From an optimization exercise on the open Yosys and OpenROAD flow, aimed at small area; shortcuts taken in it are not production practice. In this exercise RTL edits were held to simulation tests only and were not proved equivalent to the original. Power and IR drop assume default switching activity.

===== flow/design.v =====
package fhe_ctrl_pkg;
	localparam int AXIL_ADDR_WIDTH = 32;	 
	localparam int AXIL_DATA_WIDTH = 32;
	localparam int REG_ADDR_WIDTH  = 8;	 
	localparam int LWE_BIT_WIDTH   = 10;
	localparam int KEY_ADDR_WIDTH  = 20;	 
	localparam int NUM_GATES       = 6;	 
	localparam logic [REG_ADDR_WIDTH-1:0] ADDR_RLWE_Q        = 8'h00;	 
	localparam logic [REG_ADDR_WIDTH-1:0] ADDR_BARRETT_M     = 8'h08;	 
	localparam logic [REG_ADDR_WIDTH-1:0] ADDR_BARRETT_K2    = 8'h10;
	localparam logic [REG_ADDR_WIDTH-1:0] ADDR_RLWE_LEN      = 8'h14;
	localparam logic [REG_ADDR_WIDTH-1:0] ADDR_LOG2_RLWE_LEN = 8'h18;
	localparam logic [REG_ADDR_WIDTH-1:0] ADDR_LWE_Q_MASK    = 8'h1C;
	localparam logic [REG_ADDR_WIDTH-1:0] ADDR_EMBED_FACTOR  = 8'h20;
	localparam logic [REG_ADDR_WIDTH-1:0] ADDR_BOUND1_BASE   = 8'h24;	 
	localparam logic [REG_ADDR_WIDTH-1:0] ADDR_INST_IN       = 8'h40;	 
	localparam logic [REG_ADDR_WIDTH-1:0] ADDR_FIFO_STATE    = 8'h44;	 
	localparam logic [AXIL_DATA_WIDTH-1:0] READ_MISS_WORD = 32'hDEAD_BEEF;
	typedef enum logic [1:0] {
		op_bootstrap_init = 2'b00,
		op_bootstrap      = 2'b01,
		op_rlwe_subs      = 2'b10,
		op_rlwe_mult_rgsw = 2'b11
	} opcode_t;
	typedef struct packed {
		logic                       en;
		logic [REG_ADDR_WIDTH-1:0]  addr;
		logic [AXIL_DATA_WIDTH-1:0] data;
	} reg_wr_t;
	typedef struct packed {
		logic [63:0] q;		 
		logic [63:0] barrett_m;	 
		logic [6:0]  k2;	 
		logic [11:0] length;	 
		logic [3:0]  log2_len;
	} rlwe_cfg_t;
	typedef struct packed {
		logic [LWE_BIT_WIDTH-1:0]                lwe_q_mask;	 
		logic [3:0]                              embed_factor;
		logic [NUM_GATES-1:0][LWE_BIT_WIDTH-1:0] bound1;
		logic [NUM_GATES-1:0][LWE_BIT_WIDTH-1:0] bound2;
	} lwe_cfg_t;
	typedef struct packed {
		logic rob_empty;
		logic key_empty;
		logic in_empty;		 
		logic out_empty;	 
		logic rob_full;
		logic key_full;
		logic in_full;
		logic out_full;
	} fifo_status_t;
	typedef struct packed {
		opcode_t                  opcode;
		logic [2:0]               gate;
		logic [LWE_BIT_WIDTH-1:0] init_value;
		logic [3:0]               subs_factor;
	} rob_cmd_t;
	typedef struct packed {
		opcode_t                   opcode;
		logic [KEY_ADDR_WIDTH-1:0] base_addr;
	} key_cmd_t;
endpackage
`timescale 1ns/100ps
module fhe_ctrl_top #(
	parameter int INST_ID_WIDTH = 6
) (
	input  logic                       clk,
	input  logic                       rstn,
	input  logic [fhe_ctrl_pkg::AXIL_ADDR_WIDTH-1:0] awaddr,
	input  logic                       awvalid,
	output logic                       awready,
	input  logic [fhe_ctrl_pkg::AXIL_DATA_WIDTH-1:0] wdata,
	input  logic                       wvalid,
	output logic                       wready,
	output logic [1:0]                 bresp,
	output logic                       bvalid,
	input  logic                       bready,
	input  logic [fhe_ctrl_pkg::AXIL_ADDR_WIDTH-1:0] araddr,
	input  logic                       arvalid,
	output logic                       arready,
	output logic [fhe_ctrl_pkg::AXIL_DATA_WIDTH-1:0] rdata,
	output logic [1:0]                 rresp,
	output logic                       rvalid,
	input  logic                       rready,
	input  fhe_ctrl_pkg::fifo_status_t               fifo_status,
	output fhe_ctrl_pkg::rlwe_cfg_t                  rlwe_cfg,
	output fhe_ctrl_pkg::lwe_cfg_t                   lwe_cfg,
	output logic                       inst_wr_en,
	output fhe_ctrl_pkg::rob_cmd_t                   rob_cmd,
	output fhe_ctrl_pkg::key_cmd_t                   key_cmd,
	output logic [INST_ID_WIDTH-1:0]   inst_id
);
	logic w_strb;	 
	logic w_resp;	 
	logic slverr;
	always_ff @(posedge clk) begin
		if (!rstn) begin
			w_strb <= 1'b0;
			w_resp <= 1'b0;
		end else begin
			w_strb <= !w_strb && !w_resp && awvalid && wvalid;
			w_resp <= w_strb || (w_resp && !bready);
		end
	end
	assign awready = w_strb;
	assign wready  = w_strb;
	assign bvalid  = w_resp;
	logic [7:0]  wa;
	logic [31:0] d;
	assign wa = awaddr[7:0];
	assign d  = wdata;
	logic inst_hit, fifo_full, inst_refused;
	assign inst_hit     = w_strb && (wa == fhe_ctrl_pkg::ADDR_INST_IN);
	assign fifo_full    = fifo_status.rob_full || fifo_status.key_full;
	assign inst_wr_en   = inst_hit && !fifo_full;
	assign inst_refused = inst_hit && fifo_full;
	always_ff @(posedge clk) begin
		slverr <= inst_refused || (slverr && w_resp);
	end
	assign bresp = {slverr, 1'b0};
	assign rob_cmd = {d[31:30], d[29:27], d[26:17], d[29:26]};
	assign key_cmd = {d[31:30], (d[31:30] == 2'b00) ? {3'b0, d[16:0]} : d[19:0]};
	always_ff @(posedge clk) begin
		if (!rstn) begin
			inst_id <= '0;
		end else if (inst_wr_en) begin
			inst_id <= inst_id + 1'b1;
		end
	end
	logic [31:0] q_lo, q_hi, m_lo, m_hi;
	logic [6:0]  k2;
	logic [11:0] len;
	logic [3:0]  log2_len;
	logic [9:0]  mask;
	logic [3:0]  embed;
	logic [5:0][9:0] b1;
	logic [14:0] sel, set, keep;
	always_comb begin
		for (int r = 0; r < 15; r++) begin
			sel[r]  = (wa == 8'(4 * r));
			set[r]  = rstn && w_strb && sel[r];
			keep[r] = rstn && !(w_strb && sel[r]);
		end
	end
	always_ff @(posedge clk) begin
		q_lo     <= (d       & {32{set[0]}}) | (q_lo     & {32{keep[0]}});
		q_hi     <= (d       & {32{set[1]}}) | (q_hi     & {32{keep[1]}});
		m_lo     <= (d       & {32{set[2]}}) | (m_lo     & {32{keep[2]}});
		m_hi     <= (d       & {32{set[3]}}) | (m_hi     & {32{keep[3]}});
		k2       <= (d[6:0]  & {7{set[4]}})  | (k2       & {7{keep[4]}});
		len      <= (d[11:0] & {12{set[5]}}) | (len      & {12{keep[5]}});
		log2_len <= (d[3:0]  & {4{set[6]}})  | (log2_len & {4{keep[6]}});
		mask     <= (d[9:0]  & {10{set[7]}}) | (mask     & {10{keep[7]}});
		embed    <= (d[3:0]  & {4{set[8]}})  | (embed    & {4{keep[8]}});
		for (int g = 0; g < 6; g++) begin
			b1[g] <= (d[9:0] & {10{set[9+g]}}) | (b1[g] & {10{keep[9+g]}});
		end
	end
	assign rlwe_cfg = {q_hi, q_lo, m_hi, m_lo, k2, len, log2_len};
	logic [5:0][9:0] b2;
	logic [9:0] h;
	logic [10:0] c;
	assign h = {1'b0, mask[9:1]};
	always_comb begin
		for (int g = 0; g < 6; g++) begin
			c[0] = mask[0];
			for (int j = 0; j < 10; j++) begin
				b2[g][j] = (b1[g][j] ^ h[j] ^ c[j]) & mask[j];
				c[j+1]   = (b1[g][j] & h[j]) | (c[j] & (b1[g][j] ^ h[j]));
			end
		end
	end
	assign lwe_cfg = {mask, embed, b1, b2};
	logic r_addr;	 
	logic r_data;	 
	logic [31:0] rdata_q;
	logic [7:0]  ra;
	logic [31:0] rd;
	always_ff @(posedge clk) begin
		if (!rstn) begin
			r_addr <= 1'b0;
			r_data <= 1'b0;
		end else begin
			r_addr <= !r_addr && !r_data && arvalid;
			r_data <= r_addr || (r_data && !rready);
		end
	end
	assign ra = araddr[7:0];
	logic [15:0] rsel;
	logic        rmiss, rhold;
	always_comb begin
		for (int r = 0; r < 15; r++) rsel[r] = r_addr && (ra == 8'(4 * r));
		rsel[15] = r_addr && (ra == 8'h44);
		rmiss    = r_addr && !(|rsel);
		rhold    = !r_addr;
		rd = (rdata_q & {32{rhold}}) | (32'hDEAD_BEEF & {32{rmiss}})
		   | (q_lo & {32{rsel[0]}}) | (q_hi & {32{rsel[1]}})
		   | (m_lo & {32{rsel[2]}}) | (m_hi & {32{rsel[3]}})
		   | ({25'b0, k2} & {32{rsel[4]}}) | ({20'b0, len} & {32{rsel[5]}})
		   | ({28'b0, log2_len} & {32{rsel[6]}}) | ({22'b0, mask} & {32{rsel[7]}})
		   | ({28'b0, embed} & {32{rsel[8]}}) | ({24'b0, fifo_status} & {32{rsel[15]}});
		for (int g = 0; g < 6; g++) rd = rd | ({22'b0, b1[g]} & {32{rsel[9+g]}});
	end
	always_ff @(posedge clk) begin
		rdata_q <= rd;
	end
	assign arready = r_addr;
	assign rvalid  = r_data;
	assign rdata   = rdata_q;
	assign rresp   = 2'b00;
endmodule

===== flow/flow/run.sh =====
#!/bin/bash
# Layout flow: the standard layout (standard.sh) with these changes:
#  1. after the standard synthesis, its combinational cells are re-mapped by
#     ABC for area, keeping the smallest of four random seeds (registers,
#     full-adder and tie cells untouched; each full adder is first rewritten
#     as the identical ~fa(~a,~b,~c) so ABC can drop the inverters synthesis
#     put around the adder chains); the result is used only if a SAT proof
#     shows it equivalent to the standard netlist;
#  2. the port buffers from buffer_ports are the smallest buffer cell (every
#     input and output port still gets its own buffer);
#  3. clock tree synthesis without dummy loads, with clkbuf_8 buffers and
#     sink clusters of up to 15 (the clock port still drives only the root
#     clock buffer).
# Each tool's output goes to its own log in this folder; ORFS keeps each
# step's log under orfs/logs/.
set -euo pipefail
W=$(pwd)
F=$W/flow
R=$W/orfs/results/$FLOW_PLATFORM/fhe_ctrl_top/base
LIB=$FLOW_HOME/platforms/$FLOW_PLATFORM/lib/sky130_fd_sc_hd__tt_025C_1v80.lib
YOSYS=$FLOW_HOME/../tools/install/yosys/bin/yosys
[ -x "$YOSYS" ] || YOSYS=$(command -v yosys)
KNOBS=(
	"BUFFER_PORTS_ARGS=-buffer_cell sky130_fd_sc_hd__buf_1"
	"CTS_ARGS=-sink_clustering_enable -repair_clock_nets -dont_use_dummy_load -sink_clustering_size 15 -sink_clustering_max_diameter 80 -buf_list sky130_fd_sc_hd__clkbuf_8"
)

bash standard.sh "${KNOBS[@]}" synth > synth_standard.log 2>&1

mkdir -p remap
cp "$R/1_2_yosys.v" remap/netlist_standard.v
if python3 "$F/fainv.py" remap/netlist_standard.v remap/netlist_fainv.v > remap/fainv.log 2>&1 &&
	python3 "$F/remap.py" "$YOSYS" "$LIB" "$FLOW_HOME/platforms/$FLOW_PLATFORM/config.mk" \
		remap/netlist_fainv.v remap/netlist_remap.v "$F/area.abc" remap/yosys_remap.log 0 1 2 3 &&
	python3 "$F/equiv.py" "$YOSYS" "$LIB" remap/netlist_standard.v remap/netlist_remap.v remap remap/yosys_equiv.log; then
	echo "using the re-mapped netlist" > remap/status.txt
	cp remap/netlist_remap.v "$R/1_2_yosys.v"
	rm -f "$R/1_synth.odb" "$R/1_synth.sdc"
else
	echo "re-map failed or not proven; keeping the standard netlist" > remap/status.txt
fi

bash standard.sh "${KNOBS[@]}" finish > flow_standard.log 2>&1

===== flow/flow/area.abc =====
strash
&get -n
&st
&deepsyn -J 300 -T 60 -S @SEED@
&dch -f
&nf -a -R 1000
&put

===== flow/flow/buf1.v =====
module sky130_fd_sc_hd__buf_1(input A, output X);
  assign X = A;
endmodule

===== flow/flow/cutff.py =====
# Turn every flip-flop instance into a cut: its Q net becomes an input port,
# its D (and DE) nets output ports, so two netlists with the same registers
# can be compared combinationally.
import re, sys
src = open(sys.argv[1]).read()
ins, outs, assigns = [], [], []
def cut(m):
    cell, name, body = m.group(1), m.group(2), m.group(3)
    pins = dict((p, n.strip() + (" " if n.strip().startswith("\\") else "")) for p, n in re.findall(r"\.(\w+)\(([^()]*)\)", body))
    key = re.sub(r"[^A-Za-z0-9_]", "_", name)
    ins.append("ffq_" + key); assigns.append("  assign %s = ffq_%s;\n" % (pins["Q"], key))
    for p in ("D", "DE"):
        if p in pins:
            outs.append("ffd_%s_%s" % (p, key)); assigns.append("  assign ffd_%s_%s = %s;\n" % (p, key, pins[p]))
    return ""
src = re.sub(r"(sky130_fd_sc_hd__e?dfxtp_\d)\s+(\S+)\s*\((.*?)\);", cut, src, flags=re.S)
hdr = re.search(r"module fhe_ctrl_top\((.*?)\);", src, re.S)
newports = hdr.group(1) + ", " + ", ".join(ins + outs)
src = src.replace(hdr.group(0), "module fhe_ctrl_top(" + newports + ");", 1)
decl = "".join("  input %s;\n" % x for x in ins) + "".join("  output %s;\n" % x for x in outs)
src = src.replace("endmodule", decl + "".join(assigns) + "endmodule", 1)
open(sys.argv[2], "w").write(src)

===== flow/flow/equiv.py =====
# Combinational equivalence of two netlists that share their registers
# (registers cut into inputs and outputs); exits 0 only if proven.
# usage: equiv.py YOSYS LIB GOLD.v GATE.v WORKDIR LOG
import subprocess, sys
yosys, lib, gold, gate, work, log = sys.argv[1:7]
here = sys.path[0]
for src, dst in ((gold, work + "/eq_gold.v"), (gate, work + "/eq_gate.v")):
    subprocess.run([sys.executable, here + "/cutff.py", src, dst], check=True)
ys = f"""
read_liberty -ignore_miss_func {lib}
read_verilog {work}/eq_gold.v
rename fhe_ctrl_top gold
read_verilog {work}/eq_gate.v
rename fhe_ctrl_top gate
flatten
miter -equiv -flatten -make_outputs gold gate miter
hierarchy -top miter
sat -verify -prove trigger 0 miter
"""
with open(log, "w") as f:
    r = subprocess.run([yosys, "-p", ys], stdout=f, stderr=subprocess.STDOUT)
ok = r.returncode == 0 and "SAT proof finished - no model found: SUCCESS!" in open(log).read()
sys.exit(0 if ok else 1)

===== flow/flow/fainv.py =====
# Rewrite every full-adder cell fa(A,B,CIN) -> SUM,COUT as the identical
# ~fa(~A,~B,~CIN): inverters (plain assigns) on its three inputs and two
# outputs, for ABC to absorb into the surrounding logic.
import re, sys
src = open(sys.argv[1]).read()
n = [0]
extra = []
def fix(m):
    cell, name, body = m.group(1), m.group(2), m.group(3)
    def pin(pm):
        p, net = pm.group(1), pm.group(2).strip()
        n[0] += 1
        w = "fainv_%d" % n[0]
        extra.append("  wire %s;\n" % w)
        if p in ("A", "B", "CIN"):
            extra.append("  assign %s = ~%s;\n" % (w, net))
        else:
            extra.append("  assign %s = ~%s;\n" % (net, w))
        return ".%s(%s)" % (p, w)
    body = re.sub(r"\.(A|B|CIN|SUM|COUT)\(([^()]*)\)", pin, body)
    return "%s %s (%s);" % (cell, name, body)
out = re.sub(r"(sky130_fd_sc_hd__fa_\d+)\s+(\S+)\s*\((.*?)\);", fix, src, flags=re.S)
out = out.replace("endmodule", "".join(extra) + "endmodule", 1)
open(sys.argv[2], "w").write(out)

===== flow/flow/remap.py =====
# Re-map the combinational cells of the standard synthesis netlist with ABC
# for area, keeping every register (and the full-adder and tie cells) as
# they are. The ABC script is run with each of the given random seeds (in
# parallel); the smallest result is kept.
# usage: remap.py YOSYS LIB CONFIG_MK IN.v OUT.v ABC_SCRIPT LOG SEED...
import re, subprocess, sys
yosys, lib, cfg, src, dst, script, log = sys.argv[1:8]
seeds = sys.argv[8:] or ["0"]
text = open(cfg).read()
m = re.search(r"DONT_USE_CELLS\s*\+?=\s*((?:[^\n]*\\\n)*[^\n]*)", text)
dont_use = re.findall(r"sky130_fd_sc_hd__\w+", m.group(1)) if m else []
here = sys.path[0]
area = {}
for c in re.split(r"\n\s*cell\s*\(", open(lib).read())[1:]:
    name = c.split(")")[0].strip('" ')
    a = re.search(r"area\s*:\s*([\d.]+)", c)
    if a:
        area[name] = float(a.group(1))

def ys(seed):
    abc = f"{dst}.seed{seed}.abc"
    open(abc, "w").write(open(script).read().replace("@SEED@", seed))
    return f"""
read_liberty -ignore_miss_func {lib}
read_verilog {src}
hierarchy -top fhe_ctrl_top
setattr -mod -set keep_hierarchy 1 sky130_fd_sc_hd__df* sky130_fd_sc_hd__edf* sky130_fd_sc_hd__fa_* sky130_fd_sc_hd__conb_1
flatten
simplemap
opt_clean
abc -liberty {lib} -script {abc} {' '.join('-dont_use ' + c for c in dont_use)}
setattr -mod -set keep_hierarchy 1 sky130_fd_sc_hd__*
read_verilog {here}/buf1.v
flatten
opt_clean -purge
hilomap -singleton -hicell sky130_fd_sc_hd__conb_1 HI -locell sky130_fd_sc_hd__conb_1 LO
write_verilog -noattr -noexpr -nohex -nodec {dst}.seed{seed}.all
"""

procs = []
for s in seeds:
    f = open(f"{log}.seed{s}", "w")
    procs.append((s, subprocess.Popen([yosys, "-p", ys(s)], stdout=f, stderr=subprocess.STDOUT), f))
best = None
with open(log, "w") as out:
    for s, p, f in procs:
        p.wait()
        f.close()
        if p.returncode != 0:
            out.write(f"seed {s}: yosys failed\n")
            continue
        t = open(f"{dst}.seed{s}.all").read()
        top = re.search(r"module fhe_ctrl_top\b.*?endmodule\n", t, re.S).group(0)
        a = sum(area[c] for c in re.findall(r"^\s*(sky130_fd_sc_hd__\w+)\s", top, re.M))
        out.write(f"seed {s}: cell area {a:.1f}\n")
        if best is None or a < best[0]:
            best = (a, s, top)
    if best is None:
        sys.exit(1)
    out.write(f"kept seed {best[1]}\n")
open(dst, "w").write(best[2])

===== flow/standard.sh =====
#!/bin/bash
# synth_recipe.tcl (not shown) runs the flow's synth.tcl, then flattens the netlist and writes it again
# the make line also repeats each setting of config.mk as NAME=value (left out here)
make -C /OpenROAD-flow-scripts/flow DESIGN_CONFIG=/design/flow/config.mk WORK_HOME=/design/flow/orfs CLKGATE_MAP_FILE= SYNTH_SCRIPT=/design/flow/synth_recipe.tcl "${@:-finish}"

===== flow/config.mk =====
export PLATFORM = sky130hd
export DESIGN_NAME = fhe_ctrl_top
export DESIGN_NICKNAME = fhe_ctrl_top
export VERILOG_FILES = /design/flow/design.v
export SDC_FILE = /design/flow/constraint.sdc
export NUM_CORES = 4
export LEC_CHECK = 0
export CAP_MARGIN = 20
export CORE_MARGIN = 2
export CORE_UTILIZATION = 55
export SETUP_SLACK_MARGIN = 0.1
export SLEW_MARGIN = 20

===== flow/constraint.sdc =====
create_clock -name core_clock -period 6.0 [get_ports {clk}]
set_input_delay 1.2000 -clock core_clock [delete_from_list [all_inputs] [get_ports {clk}]]
set_output_delay 1.2000 -clock core_clock [all_outputs]
set_load 0.01 [all_outputs]

==> results of run 1 <==
[cell type report]
cell class	count	area, um^2	area share (%)
antenna	1	2.50	0.0188
clock buffer	21	289	2.17
inverter	4	15.0	0.113
multi-input combinational	670	5480	41.2
sequential	268	5370	40.4
tap	260	325	2.45
timing repair buffer	455	1820	13.7
[placed cells by master, fill, tap and decap left out, types with 2 or more instances in the layout]
cell type    n
a21oi_1     18
nor2_1      54
nor2_2       3
clkbuf_8    21
o22ai_1      3
and4_1       2
nand3_1     26
nor3_1      10
dfxtp_1    266
a22oi_1     29
a221oi_1     8
buf_1      421
fa_1         8
nor2_4       2
buf_4       20
a22o_1     230
buf_2       10
nor4b_1      2
nor3b_1      2
nand3b_1     2
clkbuf_2     2
clkinv_1     4
conb_1       3
a211oi_1     2
fa_2        40
nor3_2       2
nand4_1      9
nor2b_4      4
and2_0      49
o21ai_0      7
nand2_1     64
nor4_1       2
and3_1       7
nor2b_1     17
a222oi_1    48
nand2b_1     5
[critical path, stage by stage, from the launching register on]
cell	delay, ps
dfxtp_4	380
or2_4	280
nand2_1	70
nand2_1	70
fa_2	350
fa_1	390
fa_2	350
fa_2	350
fa_2	350
fa_1	390
fa_2	360
fa_2	520
and2_0	120
buf_2	130
[layer usage]
| metal | wire length (um) | track usage [%] | up-vias |
|---|---|---|---|
| met4 | 1670 | 15.7 | 0 |
| met5 | 0 | 0 | - |
| met2 | 18900 | 59.5 | 854 |
| met1 | 15700 | 53.9 | 5309 |
| met3 | 5320 | 8.82 | 118 |
| li1 | - | - | 4678 |
[state kept, by name, summed over array words and instances (netlist names), 4 cells and up]
register / count
inst_id: 6
m_hi: 32
log2_len: 4
q_lo: 32
q_hi: 32
b1: 60
mask: 10
k2: 7
embed: 4
len: 12
m_lo: 32
rdata_q: 32
[how the worst max path moves through the flow]
| stage | start | end | slack (ps) | cells after the start |
|---|---|---|---|---|
| after floorplan | mask[1]$_DFF_P_ | lwe_cfg[19] | 600 | 14 |
| after global placement | mask[1]$_DFF_P_ | lwe_cfg[49] | 360 | 15 |
| after detailed placement | mask[1]$_DFF_P_ | lwe_cfg[49] | 320 | 15 |
| after CTS | mask[1]$_DFF_P_ | lwe_cfg[39] | 80 | 15 |
| after global routing | mask[1]$_DFF_P_ | lwe_cfg[28] | 20 | 13 |
| final | mask[1]$_DFF_P_ | lwe_cfg[8] | 130 | 13 |
[power breakdown]
| part | switching (mW) | total (mW) | leakage [nW] | internal [mW] |
|---|---|---|---|---|
| sequential | 0.0236 | 1.83 | 2.17 | 1.81 |
| combinational | 0.168 | 0.246 | 2.59 | 0.0780 |
| clock | 0.579 | 0.894 | 0.151 | 0.315 |
[timing repair]
| action | in CTS | in global routing |
|---|---|---|
| pin swaps | 0 | 1 |
| gates resized for setup | 46 | 12 |
| endpoints found under the hold margin | 0 | 0 |
| endpoints found under the setup margin | 12 | 12 |
==> results.json, run 1 <==
{
  "status": "complete, no violations",
  "end_kind": "primary output",
  "required_ps": 4800,
  "fin_crit_ps": 5870,
  "wl_um": 41700,
  "rr_startpoint": "w_strb$_SDFF_PN0_",
  "worstRegToRegCells": 7,
  "clk_pin_slew_ps": 100,
  "initial_core_util_pct": 56.5,
  "clock-root-buffer": "clkbuf_8",
  "rsz0062_at_grt": "true",
  "syn_area_per_cell_um2": 11.4,
  "die_h_um": 143,
  "cts.htree.levels": 1,
  "min_path_cells": 1,
  "hold_buffers": 0,
  "crit_path_max_fanout": 6,
  "netlist_instances": 940,
  "crit_arrival_ps": 4670,
  "reg2reg_slack_ps": 3060,
  "clock_sinks": 268,
  "n_fill_cell": 1550,
  "grt_pass1_vias": 10100,
  "nets": 1579,
  "cp-start-kind": "flip-flop",
  "drt_iter0_drc": 1331,
  "fp-row-count": 50,
  "whs_ps": 454,
  "hp-class": "reg -> reg",
  "grt_pass1_wl_um": 60600,
  "ant_nets": 0,
  "fin_tns_setup_ps": 0,
  "gp_congestion": 0.939,
  "postPlaceCellArea_mm2": 0.0129,
  "port-buffer-count": 433,
  "viasPerCell": 6.53,
  "io_pins": 485,
  "postLayoutCoreUtil_pct": 70.4,
  "die_width_um": 143,
  "tightestPinTransition_ps": 1130,
  "whs_endpoint": "r_addr$_SDFF_PN0_",
  "insertion_delay_ps": 560,
  "instances_no_fill": 1679,
  "design.die.area_mm2": 0.0205,
  "layout-drive-gt1-share_pct": 7.90,
  "slew_headroom_pct": 24.7,
  "finClkSkew_ps": 22.2,
  "dp.cells": 1656,
  "final_area_mm2": 0.0133,
  "area_delta_synth_final_pct": 24.6,
  "p_leak_nw": 4.91,
  "cts_buffer_depth": 3,
  "max_freq_ghz": 0.170,
  "antenna_found_initial": 1,
  "worstSetupPathType": "reg -> out",
  "vdd.ir_drop.worst_uv": 193,
  "grtUsageTotal_pct": 39.0,
  "cts_tree": "yes",
  "grt-ovfl-total": 0,
  "cellPowerDensity_mw_per_mm2": 224,
  "grt_max_degree": 34,
  "finalCritPeriodShare_pct": 97.8,
  "finalPower_mw": 2.97,
  "core-area_mm2": 0.0189,
  "r2r-end": "b1[5]$_DFF_P_",
  "wl_per_cell_um": 24.8,
  "setup_ws_ps": 132,
  "hold_viol_final": 0,
  "cts_setup_buffers": 0,
  "num_vias": 11000,
  "maxSlewViolCount": 0,
  "yosys_warnings": 1,
  "place.detailed.hpwl_um": 29100,
  "syn_area_mm2": 0.0107,
  "max-cap-violations": 0,
  "first_pass_iters": 6,
  "cts_buffers": 21,
  "hold_start": "r_data$_SDFF_PN0_",
  "drc": 0,
  "setup_viol": 0,
  "dp_slack_ps": 319
}
==> inputs of run 2 (changes only) <==
--- a/flow/config.mk
+++ b/flow/config.mk
@@ -8,5 +8,5 @@
 export CAP_MARGIN = 20
 export CORE_MARGIN = 2
 export CORE_UTILIZATION = 55
-export SETUP_SLACK_MARGIN = 0.1
+export SETUP_SLACK_MARGIN = 0.05
 export SLEW_MARGIN = 20
==> run 2 against run 1 <==
Compared with the run above: via count fell by 0.36%; critical path type unchanged; worst hold slack barely moved; non-clock buffer count did not move; cell count did not move; combinational power barely moved; still clean on timing, DRC and antenna.
==> results.json, run 2 <==
{
  "status": "complete, no violations",
  "grt_max_degree": 34,
  "rsz0062_at_grt": "true",
  "fin_crit_ps": 5870,
  "hp-class": "reg -> reg",
  "initial_core_util_pct": 56.5,
  "end_kind": "primary output",
  "yosys_warnings": 1,
  "cts_buffers": 21,
  "cts_tree": "yes",
  "grt_pass1_vias": 10000,
  "grt_pass1_wl_um": 60400,
  "wl_um": 41700,
  "area_delta_synth_final_pct": 24.6,
  "slew_headroom_pct": 25.8,
  "groute.layer.met3.usage_pct": 8.79,
  "power_frac_seq_pct": 61.7,
  "final_common_cell": "buf_1",
  "finClkSkew_ps": 25.9,
  "layout_common_cells": "buf_1, dfxtp_1, a22o_1",
  "syn_area_mm2": 0.0107,
  "instances_no_fill": 1679,
  "drt_iter0_drc": 1299,
  "postLayoutCoreUtil_pct": 70.4,
  "first_pass_iters": 6,
  "fp-row-count": 50,
  "setup_ws_ps": 127,
  "grt_use_met2_pct": 59.4,
  "p_leak_nw": 4.91,
  "place.detailed.hpwl_um": 29100,
  "clock_sinks": 268,
  "die_width_um": 143,
  "max_freq_ghz": 0.170,
  "wl_per_cell_um": 24.8,
  "met1_usage_pct": 53.7,
  "max-cap-violations": 0,
  "grt-ovfl-total": 0,
  "pwr-share-clk_pct": 30.1,
  "dp_slack_ps": 319,
  "maxSlewViolCount": 0,
  "p_sw_mw": 0.771,
  "gp_congestion": 0.939,
  "cts_buffer_depth": 3,
  "hold_viol_final": 0,
  "fin_tns_setup_ps": 0,
  "clk_pin_slew_ps": 100,
  "finalCritPeriodShare_pct": 97.9,
  "worstSetupPathType": "reg -> out",
  "insertion_delay_ps": 560,
  "syn_area_per_cell_um2": 11.4,
  "p_int_mw": 2.20,
  "cp-start-kind": "flip-flop",
  "top_usage_layer": "met2",
  "largest_register_ffs": 60,
  "die_h_um": 143,
  "drc": 0,
  "crit_path_max_fanout": 6,
  "num_vias": 10900,
  "nets": 1579,
  "vdd.ir_drop.worst_uv": 191,
  "clock-root-buffer": "clkbuf_8",
  "cellPowerDensity_mw_per_mm2": 224,
  "grtUsageTotal_pct": 38.9,
  "core-area_mm2": 0.0189,
  "netlist_instances": 940,
  "antenna_found_initial": 1,
  "cts.htree.levels": 1,
  "regMostFlops": "b1",
  "finalPower_mw": 2.97,
  "layout-drive-gt1-share_pct": 7.90,
  "viasPerCell": 6.50,
  "setup_viol": 0,
  "p_comb_share_pct": 8.3,
  "tightestPinTransition_ps": 1110,
  "design.die.area_mm2": 0.0205,
  "dp.cells": 1656,
  "required_ps": 4800,
  "crit_arrival_ps": 4670,
  "switching_share_pct": 25.9,
  "port-buffer-count": 433,
  "io_pins": 485,
  "ant_nets": 0
}
-- run 2: power groups by stage --
| stage | clock network, mW | logic [mW] | registers, mW |
|---|---|---|---|
| floorplan | 0 | 0.0882 | 1.89 |
| global placement | 0 | 0.234 | 1.88 |
| detailed placement | 0 | 0.238 | 1.87 |
| CTS | 0.889 | 0.239 | 1.83 |
| global route | 0.952 | 0.261 | 1.84 |
| finish | 0.895 | 0.246 | 1.83 |
-- run 2: worst max-delay path, stage by stage (launching register included) --
cell     delay (ps)
dfxtp_4         380
or2_4           280
nand2_1          70
nand2_1          70
fa_2            350
fa_1            390
fa_2            350
fa_2            350
fa_2            350
fa_1            390
fa_2            370
fa_2            530
and2_0          120
buf_2           130
-- run 2: per-layer routing --
metal,share of wire [%],vias to the layer above,wire length (um)
met4,4.1,0,1700
met2,45,847,18900
met5,0,-,0
li1,-,4674,-
met1,38,5280,15800
met3,13,118,5340
-- run 2: final cells by class --
type / instances / area, um^2
well taps: 260 / 325
multi-input cells: 670 / 5480
clock buffers: 21 / 289
diodes: 1 / 2.50
inverters: 4 / 15.0
flip-flops and latches: 268 / 5370
fillers: 1550 / 5590
repair buffers: 455 / 1820
-- run 2: timing repair --
| item | 4_1_cts | 5_1_grt |
|---|---|---|
| setup endpoints to repair | 12 | 12 |
| pin swaps | 0 | 1 |
| cloned | 0 | 0 |
| buffers inserted | 0 | 0 |
| resized for setup | 37 | 21 |
| hold buffers | 0 | 0 |
-- run 2: path summary, 6_finish.rpt --
check	to	slack, ps	cells after the start	from
hold reg to reg	r_addr$_SDFF_PN0_	450	1	r_data$_SDFF_PN0_
setup / recovery	lwe_cfg[8]	130	13	mask[1]$_DFF_P_
setup reg to reg	b1[5]$_DFF_P_	3060	7	w_strb$_SDFF_PN0_
hold / removal	r_addr$_SDFF_PN0_	450	1	r_data$_SDFF_PN0_
-- run 2: metrics by stage --
step / area, um^2 / hold slack [ps]
2_1_floorplan: 10700 / 481
3_3_place_gp: 12900 / 433
3_5_place_dp: 12900 / 443
4_1_cts: 13200 / 456
5_1_grt: 13300 / 482
6_report: 13300 / 454

## re-timing with driven ports
In the flow no input, the clock included, has a driving cell. The finished layouts below were timed again as built, in two steps. Step 1 assumes that a clkbuf_16 drives the clock port and a buf_2 every other input. Step 2 moves the port delays by t, midway between the first and last clock arrival at a register: inputs arrive t later, outputs are due t later. That takes back most of the time a late clock gives input paths. a / b / c = ideal ports / drivers / drivers and shift; a / b = the first two.
run	shift t [ns]	setup WS [ns]	worst setup path at the end	clock arrival spread, ns	pins driven straight from the clock port
run 1	0.593	0.132 / 0.087 / 0.680	register to output	0.024 / 0.024	1
run 2	0.591	0.127 / 0.082 / 0.673	register to output	0.031 / 0.031	1
After both steps every run listed still meets setup and hold.
